This design comes from an exercise in tuning for small area, a short achievable clock period and few clock cycles on the open sky130 flow, not from production work.
Where RTL was checked, it was by simulation tests only, not by an equivalence proof against the original.
Power figures rest on the tool's default switching activity, not on a simulated workload.

// tagctrl_top
module tagctrl_top #(
  parameter int unsigned RdDepth = 4,    
  parameter int unsigned DqDepth = 10    
) (
  input  logic                          clk_i,
  input  logic                          reset_i,
  input  logic                          req_valid_i,
  input  logic [31:0]                   req_addr_i,
  input  logic                          req_write_i,
  input  logic [63:0]                   req_wdata_i,
  input  logic                          req_tag_i,
  output logic                          req_ready_o,
  output logic                          rsp_valid_o,
  output logic [63:0]                   rsp_rdata_o,
  output logic                          rsp_tag_o,
  output logic                          rsp_write_o,
  output logic                          rsp_err_o,
  input  logic                          rsp_ready_i,
  output logic                          mem_req_valid_o,
  output logic [28:0]                   mem_req_addr_o,
  output logic                          mem_req_write_o,
  output logic [63:0]                   mem_req_wdata_o,
  input  logic                          mem_req_ready_i,
  input  logic                          mem_rsp_valid_i,
  input  logic [63:0]                   mem_rsp_rdata_i
);
For scale: roughly 860 flip-flops, roughly 330 I/O pins.
export LEC_CHECK = 0
export ABC_AREA = 1
export CAP_MARGIN = 40
export CORE_MARGIN = 2
export CORE_UTILIZATION = 70
export CTS_CLUSTER_DIAMETER = 100
export CTS_CLUSTER_SIZE = 24
export PLACE_DENSITY = 0.72
export SETUP_SLACK_MARGIN = 3.0
export SLEW_MARGIN = 40
export TNS_END_PERCENT = 10
create_clock -name core_clock -period 5.0 [get_ports {clk_i}]
standard.sh (not shown) runs the stock make flow with config.mk's settings and CLKGATE_MAP_FILE= SYNTH_SCRIPT=/design/flow/synth_recipe.tcl, a recipe that flattens the netlist after the stock synthesis.
==> flow/flow/run.sh <==
#!/bin/bash
# The standard layout (the standard.sh, standard synthesis included) with two
# make settings changed:
#  - delay cells are added to the don't-use list, so the port buffers and timing
#    repair use ordinary buffers instead of slow delay buffers;
#  - timing repair may swap a cell for one of another footprint.
# Everything else (floorplan, power grid, tap cells, placement, CTS, routing) is
# the standard flow. The make output goes to flow_make.log in the work folder.
set -euo pipefail
PLATFORM_DONT_USE="sky130_fd_sc_hd__probe_p_8 sky130_fd_sc_hd__probec_p_8 sky130_fd_sc_hd__lpflow_bleeder_1 sky130_fd_sc_hd__lpflow_clkbufkapwr_1 sky130_fd_sc_hd__lpflow_clkbufkapwr_16 sky130_fd_sc_hd__lpflow_clkbufkapwr_2 sky130_fd_sc_hd__lpflow_clkbufkapwr_4 sky130_fd_sc_hd__lpflow_clkbufkapwr_8 sky130_fd_sc_hd__lpflow_clkinvkapwr_1 sky130_fd_sc_hd__lpflow_clkinvkapwr_16 sky130_fd_sc_hd__lpflow_clkinvkapwr_2 sky130_fd_sc_hd__lpflow_clkinvkapwr_4 sky130_fd_sc_hd__lpflow_clkinvkapwr_8 sky130_fd_sc_hd__lpflow_decapkapwr_12 sky130_fd_sc_hd__lpflow_decapkapwr_3 sky130_fd_sc_hd__lpflow_decapkapwr_4 sky130_fd_sc_hd__lpflow_decapkapwr_6 sky130_fd_sc_hd__lpflow_decapkapwr_8 sky130_fd_sc_hd__lpflow_inputiso0n_1 sky130_fd_sc_hd__lpflow_inputiso0p_1 sky130_fd_sc_hd__lpflow_inputiso1n_1 sky130_fd_sc_hd__lpflow_inputiso1p_1 sky130_fd_sc_hd__lpflow_inputisolatch_1 sky130_fd_sc_hd__lpflow_isobufsrc_1 sky130_fd_sc_hd__lpflow_isobufsrc_16 sky130_fd_sc_hd__lpflow_isobufsrc_2 sky130_fd_sc_hd__lpflow_isobufsrc_4 sky130_fd_sc_hd__lpflow_isobufsrc_8 sky130_fd_sc_hd__lpflow_isobufsrckapwr_16 sky130_fd_sc_hd__lpflow_lsbuf_lh_hl_isowell_tap_1 sky130_fd_sc_hd__lpflow_lsbuf_lh_hl_isowell_tap_2 sky130_fd_sc_hd__lpflow_lsbuf_lh_hl_isowell_tap_4 sky130_fd_sc_hd__lpflow_lsbuf_lh_isowell_4 sky130_fd_sc_hd__lpflow_lsbuf_lh_isowell_tap_1 sky130_fd_sc_hd__lpflow_lsbuf_lh_isowell_tap_2 sky130_fd_sc_hd__lpflow_lsbuf_lh_isowell_tap_4"
DELAY_CELLS="sky130_fd_sc_hd__clkdlybuf4s15_1 sky130_fd_sc_hd__clkdlybuf4s15_2 sky130_fd_sc_hd__clkdlybuf4s18_1 sky130_fd_sc_hd__clkdlybuf4s18_2 sky130_fd_sc_hd__clkdlybuf4s25_1 sky130_fd_sc_hd__clkdlybuf4s25_2 sky130_fd_sc_hd__clkdlybuf4s50_1 sky130_fd_sc_hd__clkdlybuf4s50_2 sky130_fd_sc_hd__dlygate4sd1_1 sky130_fd_sc_hd__dlygate4sd2_1 sky130_fd_sc_hd__dlygate4sd3_1 sky130_fd_sc_hd__dlymetal6s2s_1 sky130_fd_sc_hd__dlymetal6s4s_1 sky130_fd_sc_hd__dlymetal6s6s_1"
bash standard.sh "DONT_USE_CELLS=$PLATFORM_DONT_USE $DELAY_CELLS" MATCH_CELL_FOOTPRINT=0 finish > flow_make.log 2>&1
The starting point ran to the end with no violations.
Next try:
--- a/flow/design.v
+++ b/flow/design.v
@@ -316,38 +316,33 @@
         3'b100:         cr_q <= {cr_q[RdDepth-2:0], 1'b1};
         3'b010, 3'b001: cr_q <= {1'b0, cr_q[RdDepth-1:1]};
         3'b011:         cr_q <= {2'b00, cr_q[RdDepth-1:2]};
         3'b111:         cr_q <= {1'b0, cr_q[RdDepth-1:1]};
         default:        cr_q <= cr_q;
       endcase
     end
   end
   logic [255:0] tags_q;
   logic [15:0]  h_hi, h_lo;
-  logic [15:0]  h_rlo;                 
   logic [7:0]   n_idx;
   logic [15:0]  n_hi, n_lo;
   logic         h_wq, h_rd;            
   logic [15:0]  w_grp;                 
   logic [15:0]  grp_tag_q;             
   assign n_idx = sv_q ? s_a[8:1] : req_addr_i[11:4];
   always_comb begin
     for (int j = 0; j < 16; j++) begin
       n_hi[j] = (n_idx[7:4] == 4'(j));
       n_lo[j] = (n_idx[3:0] == 4'(j));
     end
   end
   always_ff @(posedge clk_i) begin
-    if (reset_i)     h_rlo <= '0;
-    else if (h_free) h_rlo <= n_lo;
-  end
-  always_ff @(posedge clk_i) begin
     if (reset_i) begin
       h_hi <= '1;
       h_lo <= '1;
       h_wq <= 1'b1;
       h_t  <= 1'b0;
     end else if (h_free) begin
       h_hi <= n_hi;
       h_lo <= n_lo;
       h_wq <= n_v && n_iw && n_w;
       h_t  <= sv_q ? s_t : req_tag_i;
@@ -357,21 +352,21 @@
   assign w_grp = h_hi & {16{h_wq}};
   always_ff @(posedge clk_i) begin
     for (int i = 0; i < 256; i++) begin
       if (w_grp[i/16] && h_lo[i%16]) begin
         tags_q[i] <= h_t;
       end
     end
   end
   always_ff @(posedge clk_i) begin
     for (int j = 0; j < 16; j++) begin
-      grp_tag_q[j] <= h_rd && h_hi[j] && |(tags_q[16*j +: 16] & h_rlo);
+      grp_tag_q[j] <= h_rd && h_hi[j] && |(tags_q[16*j +: 16] & h_lo);
     end
   end
   logic [DqDepth-1:0] qe_q, qw_q, qt_q;   
   logic               new_e, new_w, new_t;
   logic               dh_v, dh_e, dh_w, dh_t, dh_rd;
   logic               p_v, p_e, p_w;      
   always_ff @(posedge clk_i) begin
     if (reset_i) p_v <= 1'b0;
     else         p_v <= h_leave;
   end
Result: The changed run finished with timing, DRC and antenna clean. Total power is about the same. Setup slack gains 76 ps. Die area is lower by about 2%. First-iteration DRC count falls by 3.6%. Critical path depth went down by 11. Fmax rises by 3.6%. Global-route usage stays flat.
Testbench counts after the change, summed over its fixed seeds: cycles 15,692.
No functional check of the RTL was part of the first run of this note.

* * *

Another version of the RTL of tagctrl_top (not shown whole).
Size in the first run: ~3200 cells after synthesis, roughly 900 flip-flops, ~330 I/O pins, about 35000 µm² of cells after synthesis.
export LEC_CHECK = 0
export CAP_MARGIN = 20
export CORE_MARGIN = 2
export CORE_UTILIZATION = 55
export CTS_CLUSTER_DIAMETER = 100
export CTS_CLUSTER_SIZE = 24
export SETUP_SLACK_MARGIN = 2.8
export SLEW_MARGIN = 20
export TNS_END_PERCENT = 5
create_clock -name core_clock -period 5.0 [get_ports {clk_i}]
Scripts as last shown in full above: flow/flow/run.sh
Rerun with:
--- a/flow/design.v
+++ b/flow/design.v
@@ -229,17 +229,17 @@
     if (is_read) begin
       rsp_o.rdata = mem_i.rdata;
       rsp_o.tag   = desc_i.stored_tag;
     end
   end
 endmodule
 `timescale 1ns/1ps
 module tagctrl_top #(
-  parameter int unsigned RdDepth = 4,    
+  parameter int unsigned RdDepth = 5,    
   parameter int unsigned DqDepth = 11    
 ) (
   input  logic                          clk_i,
   input  logic                          reset_i,
   input  logic                          req_valid_i,
   input  logic [31:0]                   req_addr_i,
   input  logic                          req_write_i,
   input  logic [63:0]                   req_wdata_i,
Result:
- The changed run produced a clean layout
- via count grows by a little under a tenth
- worst hold slack degrades by 0.030 ns
- area after synthesis came out higher by a little under a tenth
- clock skew came out lower by 0.012 ns
- final area rose by a little under a tenth
- worst setup slack improves by 0.046 ns
- routed wire length goes up by roughly a tenth
- register-to-register slack is better by 0.05 ns
Testbench counts after the change, summed over its fixed seeds: cycles 14,856.
Only the layout flow was run in the first run of this note; the RTL was not checked for function there.

* * *

tagctrl_top, a different RTL version from the one above (not shown whole).
Size: ~3900 cells after synthesis, roughly 910 flip-flops, about 330 I/O pins, about 36000 sq um of cells after synthesis.
## tagctrl_top
module tagctrl_top #(
  parameter int unsigned RdDepth = 4,    
  parameter int unsigned DqDepth = 10    
) (
  input  logic                          clk_i,
  input  logic                          reset_i,
  input  logic                          req_valid_i,
  input  logic [31:0]                   req_addr_i,
  input  logic                          req_write_i,
  input  logic [63:0]                   req_wdata_i,
  input  logic                          req_tag_i,
  output logic                          req_ready_o,
  output logic                          rsp_valid_o,
  output logic [63:0]                   rsp_rdata_o,
  output logic                          rsp_tag_o,
  output logic                          rsp_write_o,
  output logic                          rsp_err_o,
  input  logic                          rsp_ready_i,
  output logic                          mem_req_valid_o,
  output logic [28:0]                   mem_req_addr_o,
  output logic                          mem_req_write_o,
  output logic [63:0]                   mem_req_wdata_o,
  input  logic                          mem_req_ready_i,
  input  logic                          mem_rsp_valid_i,
  input  logic [63:0]                   mem_rsp_rdata_i
);
  localparam int unsigned RdPtrW = (RdDepth > 1) ? $clog2(RdDepth) : 1;
  logic        rdy_q;                  
  logic        sv_q;                   
  logic [28:0] s_a;
  logic        s_w, s_t, s_iw;
  logic [63:0] s_d;
  logic        hv_q;                   
  logic [28:0] h_a;                    
  logic [63:0] h_d;
  logic        h_w;
  logic        h_t, h_iw, h_wc;        
  logic        mv_q;                   
  logic        h_cr;                   
  logic        take, in_iw, h_leave, h_free;
  logic        n_v, n_iw, n_w;         
  logic        rd_wait, grant, cr_ok, mv_d;
  ...
export LEC_CHECK = 0
export ABC_AREA = 1
export CAP_MARGIN = 40
export CORE_MARGIN = 2
export CORE_UTILIZATION = 70
export CTS_CLUSTER_DIAMETER = 100
export CTS_CLUSTER_SIZE = 24
export PLACE_DENSITY = 0.72
export SETUP_SLACK_MARGIN = 3.0
export SLEW_MARGIN = 40
export TNS_END_PERCENT = 10
create_clock -name core_clock -period 5.0 [get_ports {clk_i}]
Scripts as last shown in full above: flow/flow/run.sh
Testbench counts at the start, summed over its fixed seeds: cycles 15,692.
Next try:
--- a/flow/design.v
+++ b/flow/design.v
@@ -230,16 +230,16 @@
       rsp_o.rdata = mem_i.rdata;
       rsp_o.tag   = desc_i.stored_tag;
     end
   end
 endmodule
 `timescale 1ns/1ps
 module tagctrl_top #(
-  parameter int unsigned RdDepth = 4,    
-  parameter int unsigned DqDepth = 10    
+  parameter int unsigned RdDepth = 5,    
+  parameter int unsigned DqDepth = 11    
 ) (
   input  logic                          clk_i,
   input  logic                          reset_i,
   input  logic                          req_valid_i,
   input  logic [31:0]                   req_addr_i,
   input  logic                          req_write_i,
   input  logic [63:0]                   req_wdata_i,
@@ -258,19 +258,19 @@
   input  logic                          mem_req_ready_i,
   input  logic                          mem_rsp_valid_i,
   input  logic [63:0]                   mem_rsp_rdata_i
 );
   localparam int unsigned RdPtrW = (RdDepth > 1) ? $clog2(RdDepth) : 1;
   logic        rdy_q;                  
   logic        sv_q;                   
-  logic [28:0] s_a;
+  logic [8:0]  s_a;                    
   logic        s_w, s_t, s_iw;
   logic [63:0] s_d;
   logic        hv_q;                   
-  logic [28:0] h_a;                    
+  logic [8:0]  h_a;                    
   logic [63:0] h_d;
   logic        h_w;
   logic        h_t, h_iw, h_wc;        
   logic        mv_q;                   
   logic        h_cr;                   
   logic        take, in_iw, h_leave, h_free;
   logic        n_v, n_iw, n_w;         
@@ -319,61 +319,48 @@
         3'b011:         cr_q <= {2'b00, cr_q[RdDepth-1:2]};
         3'b111:         cr_q <= {1'b0, cr_q[RdDepth-1:1]};
         default:        cr_q <= cr_q;
       endcase
     end
   end
   logic [255:0] tags_q;
-  logic [15:0]  h_whi, h_wlo, h_rhi, h_rlo;
+  logic [15:0]  h_hi, h_lo;
   logic [7:0]   n_idx;
-  logic [15:0]  n_whi, n_wlo, n_rhi, n_rlo;
+  logic [15:0]  n_hi, n_lo;
+  logic         h_wr, h_rd;            
   logic [15:0]  w_grp;                 
   logic [15:0]  grp_tag_q;             
   assign n_idx = sv_q ? s_a[8:1] : req_addr_i[11:4];
   always_comb begin
     for (int j = 0; j < 16; j++) begin
-      n_whi[j] = n_v && n_w && (n_idx[7:4] == 4'(j));
-      n_wlo[j] = (n_idx[3:0] == 4'(j));
-      n_rhi[j] = !n_w && (n_idx[7:4] == 4'(j));
-      n_rlo[j] = (n_idx[3:0] == 4'(j));
-    end
-  end
-  always_ff @(posedge clk_i) begin
-    if (reset_i) begin
-      h_whi <= '0;
-    end else if (h_free) begin
-      h_whi <= n_whi;
+      n_hi[j] = (n_idx[7:4] == 4'(j));
+      n_lo[j] = (n_idx[3:0] == 4'(j));
     end
   end
   always_ff @(posedge clk_i) begin
     if (h_free) begin
-      h_rhi <= n_rhi;
-      h_rlo <= n_rlo;
-    end
-  end
-  always_ff @(posedge clk_i) begin
-    if (reset_i) begin
-      h_wlo <= '0;
-    end else if (h_free) begin
-      h_wlo <= n_wlo;
+      h_hi <= n_hi;
+      h_lo <= n_lo;
     end
   end
-  assign w_grp = h_whi & {16{h_iw}};
+  assign h_wr  = hv_q && h_iw && h_wc;
+  assign h_rd  = h_iw && !h_wc;
+  assign w_grp = h_hi & {16{h_wr}};
   always_ff @(posedge clk_i) begin
     for (int i = 0; i < 256; i++) begin
       if (reset_i) begin
         tags_q[i] <= 1'b0;
-      end else if (w_grp[i/16] && h_wlo[i%16]) begin
+      end else if (w_grp[i/16] && h_lo[i%16]) begin
         tags_q[i] <= h_t;
       end
     end
   end
   always_ff @(posedge clk_i) begin
     for (int j = 0; j < 16; j++) begin
-      grp_tag_q[j] <= h_rhi[j] && |(tags_q[16*j +: 16] & h_rlo);
+      grp_tag_q[j] <= h_rd && h_hi[j] && |(tags_q[16*j +: 16] & h_lo);
     end
   end
   logic [DqDepth-1:0] qe_q, qw_q, qt_q;   
   logic               new_e, new_w, new_t;
   logic               dh_v, dh_e, dh_w, dh_t, dh_rd;
   logic               p_v, p_e, p_w;      
   always_ff @(posedge clk_i) begin
@@ -478,15 +465,15 @@
       end
       if (f_pop) f_ne_q <= fv_q[(frp_q == RdPtrW'(RdDepth - 1)) ? '0 : frp_q + 1'b1] || f_push;
       else       f_ne_q <= f_ne_q || f_push;
     end
   end
   always_ff @(posedge clk_i) begin
     if (!sv_q) begin
-      s_a  <= req_addr_i[31:3];
+      s_a  <= req_addr_i[11:3];
       s_w  <= req_write_i;
       s_d  <= req_wdata_i;
       s_t  <= req_tag_i;
       s_iw <= in_iw;
     end
   end
   always_ff @(posedge clk_i) begin
@@ -496,15 +483,15 @@
       h_d <= '0;
     end else if (h_free) begin
       if (sv_q) begin
         h_a <= s_a;
         h_w <= s_w;
         h_d <= s_d;
       end else begin
-        h_a <= req_addr_i[31:3];
+        h_a <= req_addr_i[11:3];
         h_w <= req_write_i;
         h_d <= req_wdata_i;
       end
     end
   end
   always_ff @(posedge clk_i) begin
     if (h_free) begin
@@ -517,15 +504,15 @@
         h_t   <= req_tag_i;
         h_iw  <= in_iw;
       end
     end
   end
   assign req_ready_o     = rdy_q;
   assign mem_req_valid_o = mv_q;
-  assign mem_req_addr_o  = h_a;
+  assign mem_req_addr_o  = {20'h80000, h_a};
   assign mem_req_write_o = h_w;
   assign mem_req_wdata_o = h_d;
   assign rsp_valid_o     = ov_q;
   assign rsp_rdata_o     = o_rdata;
   assign rsp_tag_o       = o_tag;
   assign rsp_write_o     = o_write;
   assign rsp_err_o       = o_err;
=>
- The new run completed without violations
- final cell count shrinks by 0.46%
- non-clock buffer count increases by 19
- synthesized cell count is lower by 1.5%
- core utilization hardly moves
- hold slack gains 0.047 ns
- worst setup slack got worse by 0.010 ns
- final area came out higher by 1.9%
- fmax fell by 0.47%
No functional check of the RTL was part of the second run of this note.

[port drivers added, routing unchanged]
How much do the figures lean on ideal ports? The routed layouts below were timed once more, with nothing changed but the port constraints. Step 1, drivers: a clkbuf_16 drives clk_i and a buf_2 each remaining input, both assumed. Step 2 also shifts input and output timing later by t, the mid clock arrival at the registers, as if the neighbouring blocks saw the same clock. Slacks: no drivers / after step 1 / after step 2; pairs: no drivers / after step 1.
| run | t (ns) | setup slack, ns | latest minus earliest clock arrival (ns) | worst data-port slew with drivers (ns) |
|---|---|---|---|---|
| the first run of note 1 | 0.659 | 2.801 / 2.797 / 2.173 | 0.024 / 0.024 | 0.08 |
| the second run of note 1 | 0.653 | 2.877 / 2.817 / 2.372 | 0.024 / 0.023 | 0.10 |
| the first run of note 2 | 0.682 | 2.590 / 2.590 / 2.052 | 0.045 / 0.044 | 0.11 |
| the second run of note 2 | 0.676 | 2.636 / 2.636 / 2.067 | 0.022 / 0.022 | 0.08 |
| the first run of note 3 | 0.661 | 2.867 / 2.804 / 2.336 | 0.034 / 0.034 | 0.09 |
| the second run of note 3 | 0.678 | 2.857 / 2.793 / 2.218 | 0.034 / 0.034 | 0.13 |
After both steps setup and hold are still met in every run listed. The setup slack of the second run of note 3, which loses most, moves by -0.064 ns with the drivers and by -0.639 ns with both steps.
